Background: an optimization exercise with open tools, aiming at small area. Do not read the settings as production practice.
In this exercise RTL edits were held to simulation tests only and were not proved equivalent to the original.
No activity file was given, so power comes from the tool's default toggle rates.

==> config.mk <==
export PLATFORM = sky130hd
export DESIGN_NAME = peak_result_streamer
export DESIGN_NICKNAME = peak_result_streamer
export VERILOG_FILES = /design/flow/design.v
export SDC_FILE = /design/flow/constraint.sdc
export NUM_CORES = 4
export LEC_CHECK = 0
export CAP_MARGIN = 20
export CORE_MARGIN = 2
export CORE_UTILIZATION = 40
export SLEW_MARGIN = 20
==> constraint.sdc <==
create_clock -name core_clock -period 12.0 [get_ports {clk_i}]
set_input_delay 2.4000 -clock core_clock [delete_from_list [all_inputs] [get_ports {clk_i}]]
set_output_delay 2.4000 -clock core_clock [all_outputs]
set_load 0.01 [all_outputs]
==> design.v <==
package peak_result_streamer_pkg;
  localparam int          NOF_RANGE_BINS = 16;
  localparam logic [15:0] HEADER_TAG     = 16'hA55A;
  localparam int BIN_W   = 4;
  localparam int VALUE_W = 32;
  localparam int ADDR_W  = 10;
  localparam int ENTRY_W = VALUE_W + ADDR_W;
  localparam int NOF_SLOTS = NOF_RANGE_BINS + 1;
  localparam int BEAT_COUNT = NOF_RANGE_BINS + 2;
  localparam logic [1:0] ST_IDLE    = 2'd0;
  localparam logic [1:0] ST_HEADER  = 2'd1;
  localparam logic [1:0] ST_RECORD  = 2'd2;
  localparam logic [1:0] ST_TRAILER = 2'd3;
  typedef struct packed {
    logic [VALUE_W-1:0] value;
    logic [ADDR_W-1:0]  addr;
  } peak_entry_t;
endpackage
import peak_result_streamer_pkg::*;
module peak_result_bank
#(
  parameter int Slots = NOF_SLOTS
) (
  input  logic               clk_i,
  input  logic               rst_i,
  input  logic               clr_w_i,
  input  logic               wr_en_i,
  input  logic [BIN_W-1:0]   wr_bin_i,
  input  logic [ENTRY_W-1:0] wr_entry_i,
  input  logic               swap_i,
  input  logic               rd_en_i,
  input  logic [BIN_W-1:0]   rd_bin_i,
  output logic [ENTRY_W-1:0] rd_entry_o
);
  logic [ENTRY_W-1:0] entries [Slots];
  logic [BIN_W-1:0]   tags    [Slots];
  logic [Slots-1:0]   live_w;
  logic [Slots-1:0]   live_r;
  logic [Slots-1:0]   w_hit;
  logic [Slots-1:0]   r_hit;
  logic [Slots-1:0]   free;
  logic [Slots-1:0]   first_free;
  logic [Slots-1:0]   slot_we;
  logic [Slots-1:0]   live_w_nxt;
  logic               any_w_hit;
  always_comb begin
    for (int s = 0; s < Slots; s++) begin
      w_hit[s] = live_w[s] & (tags[s] == wr_bin_i);
      r_hit[s] = live_r[s] & (tags[s] == rd_bin_i);
      free[s]  = ~live_w[s] & (~live_r[s] | (rd_en_i & r_hit[s]));
    end
  end
  assign any_w_hit = |w_hit;
  always_comb begin
    logic seen;
    seen = 1'b0;
    for (int s = 0; s < Slots; s++) begin
      first_free[s] = free[s] & ~seen;
      seen          = seen | free[s];
    end
  end
  assign slot_we    = {Slots{wr_en_i}} & (any_w_hit ? w_hit : first_free);
  assign live_w_nxt = (clr_w_i ? '0 : live_w) | slot_we;
  always_ff @(posedge clk_i) begin
    for (int s = 0; s < Slots; s++) begin
      if (slot_we[s]) begin
        entries[s] <= wr_entry_i;
        tags[s]    <= wr_bin_i;
      end
    end
  end
  always_ff @(posedge clk_i or posedge rst_i) begin
    if (rst_i) begin
      live_w <= '0;
      live_r <= '0;
    end else if (swap_i) begin
      live_w <= '0;
      live_r <= live_w_nxt;
    end else begin
      live_w <= live_w_nxt;
      if (rd_en_i) begin
        live_r <= live_r & ~r_hit;
      end
    end
  end
  always_comb begin
    rd_entry_o = '0;
    for (int s = 0; s < Slots; s++) begin
      rd_entry_o = rd_entry_o | (r_hit[s] ? entries[s] : '0);
    end
  end
endmodule
import peak_result_streamer_pkg::*;
module peak_result_streamer
#(
  parameter int          NofRangeBins = NOF_RANGE_BINS,
  parameter logic [15:0] HeaderTag    = HEADER_TAG
) (
  input  logic               clk_i,
  input  logic               rst_i,
  input  logic               group_start_i,
  input  logic               pk_valid_i,
  input  logic [BIN_W-1:0]   pk_bin_i,
  input  logic [VALUE_W-1:0] pk_value_i,
  input  logic [ADDR_W-1:0]  pk_addr_i,
  input  logic               group_done_i,
  output logic [15:0]        y0_o,
  output logic [15:0]        y0z_o,
  output logic [15:0]        y1_o,
  output logic [15:0]        y1z_o,
  output logic               data_valid_o,
  output logic               busy_o,
  output logic               overrun_o,
  output logic [15:0]        frame_cnt_o
);
  localparam logic [BIN_W-1:0] LastBin = BIN_W'(NofRangeBins - 1);
  logic                    wr_sel;
  logic                    accept;
  logic                    drop;
  logic                    bin_ok;
  logic                    wr_en;
  logic                    clr0;
  logic                    clr1;
  logic                    wr0;
  logic                    wr1;
  logic [ENTRY_W-1:0]      wr_entry;
  logic [NofRangeBins-1:0] mask0;
  logic [NofRangeBins-1:0] mask1;
  logic [NofRangeBins-1:0] rd_mask;
  peak_result_streamer_pkg::peak_entry_t rd_entry;
  logic [1:0]              state;
  logic [BIN_W-1:0]        rec_bin;
  logic [15:0]             checksum;
  logic [15:0]             beat_y0;
  logic [15:0]             beat_y0z;
  logic [15:0]             beat_y1;
  logic [15:0]             beat_y1z;
  logic [15:0]             beat_sum;
  function automatic logic [4:0] popcount16(input logic [15:0] v);
    logic [4:0] n;
    n = '0;
    for (int i = 0; i < 16; i++) begin
      n = n + {4'd0, v[i]};
    end
    popcount16 = n;
  endfunction
  assign busy_o = (state != ST_IDLE) | data_valid_o;
  assign accept = group_done_i & ~busy_o;
  assign drop   = group_done_i & busy_o;
  assign bin_ok   = ({1'b0, pk_bin_i} < 5'(NofRangeBins));
  assign wr_en    = pk_valid_i & bin_ok & ~drop;
  assign wr_entry = {pk_value_i, pk_addr_i};
  assign wr0  = wr_en & ~wr_sel;
  assign wr1  = wr_en & wr_sel;
  assign clr0 = wr_sel ? accept : (group_start_i | drop);
  assign clr1 = wr_sel ? (group_start_i | drop) : accept;
  always_ff @(posedge clk_i or posedge rst_i) begin
    if (rst_i) begin
      mask0 <= '0;
      mask1 <= '0;
    end else begin
      if (clr0) begin
        mask0 <= '0;
      end
      if (wr0) begin
        mask0[pk_bin_i] <= 1'b1;
      end
      if (clr1) begin
        mask1 <= '0;
      end
      if (wr1) begin
        mask1[pk_bin_i] <= 1'b1;
      end
    end
  end
  peak_result_bank #(.Slots(NOF_SLOTS)) u_pool (
    .clk_i      (clk_i),
    .rst_i      (rst_i),
    .clr_w_i    (group_start_i | drop),
    .wr_en_i    (wr_en),
    .wr_bin_i   (pk_bin_i),
    .wr_entry_i (wr_entry),
    .swap_i     (accept),
    .rd_en_i    (state == ST_RECORD),
    .rd_bin_i   (rec_bin),
    .rd_entry_o (rd_entry)
  );
  assign rd_mask  = wr_sel ? mask0 : mask1;
  always_comb begin
    beat_y0  = '0;
    beat_y0z = '0;
    beat_y1  = '0;
    beat_y1z = '0;
    case (state)
      ST_HEADER: begin
        beat_y0  = HeaderTag;
        beat_y0z = frame_cnt_o;
        beat_y1  = 16'(rd_mask);
        beat_y1z = 16'(NofRangeBins);
      end
      ST_RECORD: begin
        beat_y0  = rd_entry.value[15:0];
        beat_y0z = rd_entry.value[31:16];
        beat_y1  = 16'(rd_entry.addr);
        beat_y1z = 16'(rec_bin);
      end
      ST_TRAILER: begin
        beat_y0  = checksum;
        beat_y0z = ~HeaderTag;
        beat_y1  = 16'(NofRangeBins) - 16'(popcount16(16'(rd_mask)));
        beat_y1z = '0;
      end
      default: begin
      end
    endcase
  end
  assign beat_sum = beat_y0 + beat_y0z + beat_y1 + beat_y1z;
  always_ff @(posedge clk_i or posedge rst_i) begin
    if (rst_i) begin
      state        <= ST_IDLE;
      wr_sel       <= 1'b0;
      rec_bin      <= '0;
      checksum     <= '0;
      y0_o         <= '0;
      y0z_o        <= '0;
      y1_o         <= '0;
      y1z_o        <= '0;
      data_valid_o <= 1'b0;
      overrun_o    <= 1'b0;
      frame_cnt_o  <= '0;
    end else begin
      y0_o         <= beat_y0;
      y0z_o        <= beat_y0z;
      y1_o         <= beat_y1;
      y1z_o        <= beat_y1z;
      data_valid_o <= (state != ST_IDLE);
      if (accept) begin
        wr_sel <= ~wr_sel;
      end
      if (drop) begin
        overrun_o <= 1'b1;
      end
      case (state)
        ST_IDLE: begin
          if (accept) begin
            state <= ST_HEADER;
          end
        end
        ST_HEADER: begin
          checksum <= beat_sum;
          rec_bin  <= '0;
          state    <= ST_RECORD;
        end
        ST_RECORD: begin
          checksum <= checksum + beat_sum;
          rec_bin  <= rec_bin + 4'd1;
          if (rec_bin == LastBin) begin
            state <= ST_TRAILER;
          end
        end
        default: begin
          frame_cnt_o <= frame_cnt_o + 16'd1;
          state       <= ST_IDLE;
        end
      endcase
    end
  end
endmodule
==> run.sh <==
#!/bin/bash
# synth_recipe.tcl (not shown) runs the flow's synth.tcl, then flattens the netlist and writes it again
# the make line also repeats each setting of config.mk as NAME=value (left out here)
make -C /OpenROAD-flow-scripts/flow DESIGN_CONFIG=/design/flow/config.mk WORK_HOME=/design/flow/orfs CLKGATE_MAP_FILE= SYNTH_SCRIPT=/design/flow/synth_recipe.tcl finish
==> out/metrics.cfg, run 1 <==
[clocking]
cts-root-buf = clkbuf_16
clk_pin_slew_worst_paths_ns = 0.06
cts_setup_buffers = 0
clock-sinks = 942
htreeDepth = 3
cts_hold_buf = 0
cts_resized = 0
clockBufferDepth = 3
cts_tree = yes
cts_buffers = 95
clk_latency_ns = 0.68

[synth]
synthArstFlopShare_pct = 17.0
synthFlopType = edfxtp_1
synthCells = 2574
yosys.area.top_type_share_pct = 60.5
synthTopCellsByArea = edfxtp_1, dfrtp_1, a22oi_1
netlist-cell-type-count = 69
syn-cell-area_um2 = 38800
syn_area_per_cell_um2 = 15.1
ys_seq_area_share_pct = 70.8
synth-warning-count = 4
synth_top_cell_by_area = edfxtp_1
synth-seq-cells = 942
synth_edf_count = 782

[layout]
fillerInstances = 8342
final_common_cell = edfxtp_1
fin_util_pct = 46.1
drive_gt1_share_pct = 10.1
final_cell_mix = edfxtp_1, a22oi_1, dfrtp_1
nets = 2850
area_delta_synth_final_pct = 14.7

[sta]
fin_setup_tns_ns = 0
grt_setup_unrepaired = no
slew_violations = 0
slew_headroom_pct = 19.2
tightest_slew_ns = 1.20
setup_violations = 0
hold_violations = 0
period_share_pct = 79.6
fin_crit_ns = 9.55
fin_worst_skew_ns = 0.0403
fmax_mhz = 105

[critical_path]
path_class = register to register
start_kind = register
crit_arrival_ns = 10.14
cp.required_ns = 12.58
crit_top_cell = fa_1
cp-end-kind = register
r2r-start = wr_sel
rr_endpoint = checksum[15]
max_stage_delay_ns = 0.90
slowest_stage = dfrtp_1
endpoint = checksum[15]
r2r_slack_ns = 2.45
reg2reg_depth = 33
critPathMaxFanout = 22
setup.worst_path.start = wr_sel

[detailed_routing]
drc = 0
drtIter0Drc = 3039
drtAntennaViolNets = 0
vias = 24038
viasPerCell = 5.92
wirelength_um = 115000
wl_per_cell_um = 28.4
first_pass_iters = 6

[place]
place_hpwl_um = 64600
port_buffers = 122
gp_congestion = 0.886

[die]
die_x_um = 315
num_rows = 114
io_pins = 134
die_y_um = 315
die_area_um2 = 99500
start_util_pct = 40.2
core_um2 = 96400

[grt]
antenna_found_initial = 12
grt_use_total_pct = 22.9
grt_pass1_vias = 23762
gr-total-overflow = 0
grt_max_degree = 89
grt_pass1_wl_um = 166000

[status]
status = timing/DRC/antenna clean

[power]
power.density_nw_per_um2 = 209
leakage_nw = 15.7
peakVddDrop_mv = 0.165

[min_path]
worstHoldStart = overrun_o
hp-class = register to register

[job]
maxCapViolCount = 0

==> per-stage QoR <==
| step | hold slack [ns] | setup slack [ns] | instance area (µm²) | power (W) | instances |
|---|---|---|---|---|---|
| CTS | 0.475 | 2.41 | 44500 | 0.00933 | 4056 |
| global route | 0.512 | 1.88 | 44500 | 0.00979 | 4059 |
| global placement | 0.455 | 2.61 | 41500 | 0.00642 | 3878 |
| floorplan | 0.444 | 3.06 | 38800 | 0.00569 | 2584 |
| detailed placement | 0.461 | 2.45 | 41500 | 0.00649 | 3878 |
| finish | 0.475 | 2.45 | 44500 | 0.00931 | 4059 |
==> cell type report <==
type,instances,area (µm²),area share (%)
Inverter,73,279,0.627
Tap cell,1276,1600,3.59
Clock inverter,67,559,1.26
Multi-Input combinational cell,1406,10500,23.5
Antenna cell,2,5.00,0.0112
Timing Repair Buffer,182,1650,3.71
Sequential cell,942,27500,61.8
Clock buffer,111,2460,5.52
==> kinds of logic after synthesis <==
logic type	Yosys count	synth area share [%]
other	1	0.00966
AOI/OAI and AO/OA	615	11.7
xor gates and xnor gates	181	4.15
muxes	32	0.883
buffers and inverters	236	2.70
adders and majority gates	99	3.81
and+or+nand+nor	468	5.93
DFF	942	70.8
==> worst max-delay path: cells and delay by family (launching register included) <==
family	cells	cell delay, ns
compound gates	9	2.06
buf+inv	5	0.26
flops	1	0.90
xor+xnor	1	0.16
simple gates	4	0.68
fa+ha+maj	12	4.84
mux	2	0.57
==> synth_stat cells (9+ instances only) <==
| cell | n |
|---|---|
| edfxtp_1 | 782 |
| a22oi_1 | 236 |
| dfrtp_1 | 160 |
| xor2_1 | 131 |
| nand2_1 | 129 |
| clkbuf_1 | 102 |
| nor2_1 | 98 |
| a21oi_1 | 90 |
| inv_1 | 73 |
| nand3_1 | 70 |
| ha_1 | 67 |
| o21ai_0 | 59 |
| xnor2_1 | 48 |
| nand4_1 | 45 |
| a222oi_1 | 44 |
| a221oi_1 | 37 |
| a22o_1 | 33 |
| fa_1 | 32 |
| nor4_1 | 32 |
| and2_1 | 28 |
| a32o_1 | 26 |
| a31oi_1 | 25 |
| buf_1 | 22 |
| buf_4 | 20 |
| nor3_1 | 19 |
| mux2_2 | 18 |
| mux2i_1 | 14 |
| a21o_1 | 12 |
| and3_1 | 12 |
| buf_2 | 12 |
| a21boi_0 | 10 |
| o21bai_1 | 9 |
==> power breakdown <==
group          total (W)  switching [W]  leakage, nW  internal [W]
clock            0.00287        0.00128         1.47       0.00159
sequential       0.00389       0.000139         9.18       0.00375
combinational    0.00255        0.00154         5.06       0.00101
==> worst min path at each step <==
stage	endpoint	slack, ns	cells after the start
CTS	overrun_o	0.48	1
detailed placement	overrun_o	0.46	1
global placement	overrun_o	0.46	1
global route	mask0[4]	0.51	1
floorplan	mask0[5]	0.44	2
finish	overrun_o	0.47	1
==> registers in the layout, indices dropped and copies added, names as in the netlist, 2 cells and up <==
register / count
u_pool.live_w: 17
y0_o: 16
y1_o: 16
state: 2
u_pool.entries: 714
u_pool.tags: 68
mask0: 16
mask1: 16
checksum: 16
y1z_o: 5
frame_cnt_o: 16
y0z_o: 16
rec_bin: 4
u_pool.live_r: 17
==> routing by layer <==
layer  global-route usage (%)  share of wire [%]  up-vias
li1                         -                  -    10249
met1                     31.2                 41    12405
met2                     38.3                 48     1186
met3                     3.73                8.3      182
met4                     6.26                2.2       16
met5                        0              0.089        -
==> run 2: changes to the inputs <==
--- a/config.mk
+++ b/config.mk
@@ -8,4 +8,4 @@
 export CAP_MARGIN = 20
 export CORE_MARGIN = 2
-export CORE_UTILIZATION = 40
+export CORE_UTILIZATION = 65
 export SLEW_MARGIN = 20
==> out/metrics.cfg, run 2 <==
[die]
num_rows = 89
io_pins = 134
die_y_um = 248
die_area_um2 = 61700
core_um2 = 59000
start_util_pct = 65.8
die_x_um = 248

[critical_path]
slowest_stage = dfrtp_1
path_class = register to register
critPathMaxFanout = 22
crit_top_cell = fa_1
cp.required_ns = 12.55
start_kind = register
cp-end-kind = register
max_stage_delay_ns = 0.94
crit_arrival_ns = 10.29

[sta]
period_share_pct = 81.1
setup_violations = 0
tightest_slew_ns = 1.10
hold_violations = 0
fmax_mhz = 103
slew_violations = 0
holdWs_ns = 0.468
fin_crit_ns = 9.73
grt_setup_unrepaired = no
fin_setup_tns_ns = 0
slew_headroom_pct = 25.7
fin_worst_skew_ns = 0.0337

[place]
port_buffers = 122
place_hpwl_um = 60200
gp_congestion = 0.899

[clocking]
clockBufferDepth = 3
cts_tree = yes
clock-sinks = 942
cts-root-buf = clkbuf_16
htreeDepth = 3
cts_buffers = 93
cts_resized = 0
clk_latency_ns = 0.67
cts_hold_buf = 0
cts_setup_buffers = 0
clk_pin_slew_worst_paths_ns = 0.06

[layout]
drive_gt1_share_pct = 10.1
final_cell_mix = edfxtp_1, a22oi_1, dfrtp_1
top_regs = u_pool.entries (714), u_pool.tags (68)
largest_register = u_pool.entries
final_common_cell = edfxtp_1
largest_reg_flops = 714
area_delta_synth_final_pct = 13.1
nets = 2842
multi_input_area_um2 = 10500
layout.area.seq_um2 = 27500
fillerInstances = 3659

[synth]
synthCells = 2574
synthTopCellsByArea = edfxtp_1, dfrtp_1, a22oi_1
syn_area_per_cell_um2 = 15.1
yosysMostFrequentCell = edfxtp_1
synth-seq-cells = 942
yosys.area.top_type_share_pct = 60.5
syn-cell-area_um2 = 38800
synthFlopType = edfxtp_1
synth-warning-count = 4
ys_seq_area_share_pct = 70.8
synthArstFlopShare_pct = 17.0
synth_commonest_cells = edfxtp_1, a22oi_1, dfrtp_1
synth_edf_count = 782
synth_top_cell_by_area = edfxtp_1
netlist-cell-type-count = 69

[detailed_routing]
wl_per_cell_um = 30.5
vias = 24167
first_pass_iters = 9
viasPerCell = 6.82
drtIter0Drc = 3182
drc = 0
drtAntennaViolNets = 0
wirelength_um = 108000

[min_path]
hp-class = register to register

[grt]
groute.layer.met1.usage_pct = 49.4
grt_pass1_wl_um = 156000
gr-total-overflow = 0
met3_usage_pct = 7.55
grt_use_total_pct = 35.5
grt_pass1_vias = 23531
use_met2_pct = 55.5
grt_busiest_layer = met2
antenna_found_initial = 9
grt_max_degree = 90

[power]
leakage_nw = 15.7
power_frac_clock_pct = 30.8
pwr-share-seq_pct = 41.7
comb_power_share_pct = 27.5
swShare_pct = 31.6
switchingPower_w = 0.00295
power.density_nw_per_um2 = 213
peakVddDrop_mv = 0.249
p_int_w = 0.00639

[job]
maxCapViolCount = 0

[status]
status = timing/DRC/antenna clean

## run 2: cell counts after synthesis
Identical to the previous run, type by type.
## run 2: cell type report
type                       instances  share of cell area, %
antenna                            4                 0.0228
clock buffer                     116                   5.64
clock inverter                    56                   1.33
inverter                          73                  0.636
multi-input combinational       1406                   23.8
sequential                       942                   62.6
tap                              773                   2.20
timing repair buffer             176                   3.71
## run 2: critical path, delay by kind of cell (launching register included)
kind | cells | cell delay (ns)
fa+ha+maj | 12 | 4.82
compound gates | 9 | 2.20
flops | 1 | 0.94
simple gates | 4 | 0.71
mux | 2 | 0.57
buf+inv | 5 | 0.23
xor+xnor | 1 | 0.19
## run 2: stage by stage
step / instances / instance area (µm²) / worst slack, ns / utilization [%] / power, W
3_3_place_gp: 3369 / 40800 / 2.61 / 69.1 / 0.00637
6_report: 3546 / 43900 / 2.27 / 74.4 / 0.00934
2_1_floorplan: 2584 / 38800 / 3.06 / - / 0.00569
3_5_place_dp: 3370 / 40800 / 2.37 / 69.2 / 0.00646
4_1_cts: 3542 / 43900 / 2.37 / 74.3 / 0.00932
5_1_grt: 3545 / 43900 / 1.77 / 74.4 / 0.00977
## run 2: power groups by stage
stage | combinational, W | clock (W) | sequential [W]
after global placement | 0.00242 | 0 | 0.00395
after detailed placement | 0.00251 | 0 | 0.00395
final | 0.00256 | 0.00288 | 0.00390
after floorplan | 0.00176 | 0 | 0.00392
after CTS | 0.00253 | 0.00289 | 0.00389
after global routing | 0.00283 | 0.00302 | 0.00391
## run 2: kinds of logic (layout without fill, tap and decap cells)
group / after synthesis / in the layout / share of synthesized area, %
AOI/OAI and AO/OA: 615 / 615 / 11.7
xor gates and xnor gates: 181 / 181 / 4.15
adders and majority gates: 99 / 99 / 3.81
other: 1 / 15 / 0.00966
and+or+nand+nor: 468 / 468 / 5.93
muxes: 32 / 32 / 0.883
DFF: 942 / 942 / 70.8
buffers and inverters: 236 / 421 / 2.70
## run 2: worst paths after layout
kind,slack (ns),startpoint,endpoint,cells past startpoint
worst min register to register,0.47,overrun_o,overrun_o,1
worst max-delay path,2.27,wr_sel,checksum[15],33
min in group asynchronous,2.27,rst_i,checksum[15],2
worst min-delay path,0.47,overrun_o,overrun_o,1
worst max register to register,2.27,wr_sel,checksum[15],33
max in group asynchronous,8.18,rst_i,u_pool.live_w[15],3
## run 2: layer usage
layer / routed length, µm / vias to the layer above
met5: 56 / -
met4: 3860 / 10
met3: 11900 / 249
met2: 51300 / 1488
met1: 40900 / 12199
li1: - / 10221

[static timing again, ports no longer ideal]
The flow's constraints put no driver on any port. The routed layouts listed below were extracted and timed again, unchanged, in two steps. Step 1 sets driving cells, clkbuf_16 on the clock port and buf_2 on the other inputs (assumed; they add their load-dependent delay and slew). Step 2 moves the port delays by t, midway between the first and last clock arrival at a register: inputs arrive t later, outputs are due t later. That takes back most of the time a late clock gives input paths. a / b / c = ideal ports / drivers / drivers and shift; a / b = the first two.
run	shift t [ns]	setup WS [ns]	clock arrival spread, ns	worst register clock-pin slew, ns
run 1	0.721	2.445 / 2.445 / 2.445	0.041 / 0.040	0.07 / 0.07
run 2	0.715	2.267 / 2.267 / 2.267	0.034 / 0.034	0.07 / 0.07
After both steps every run listed still meets setup and hold.
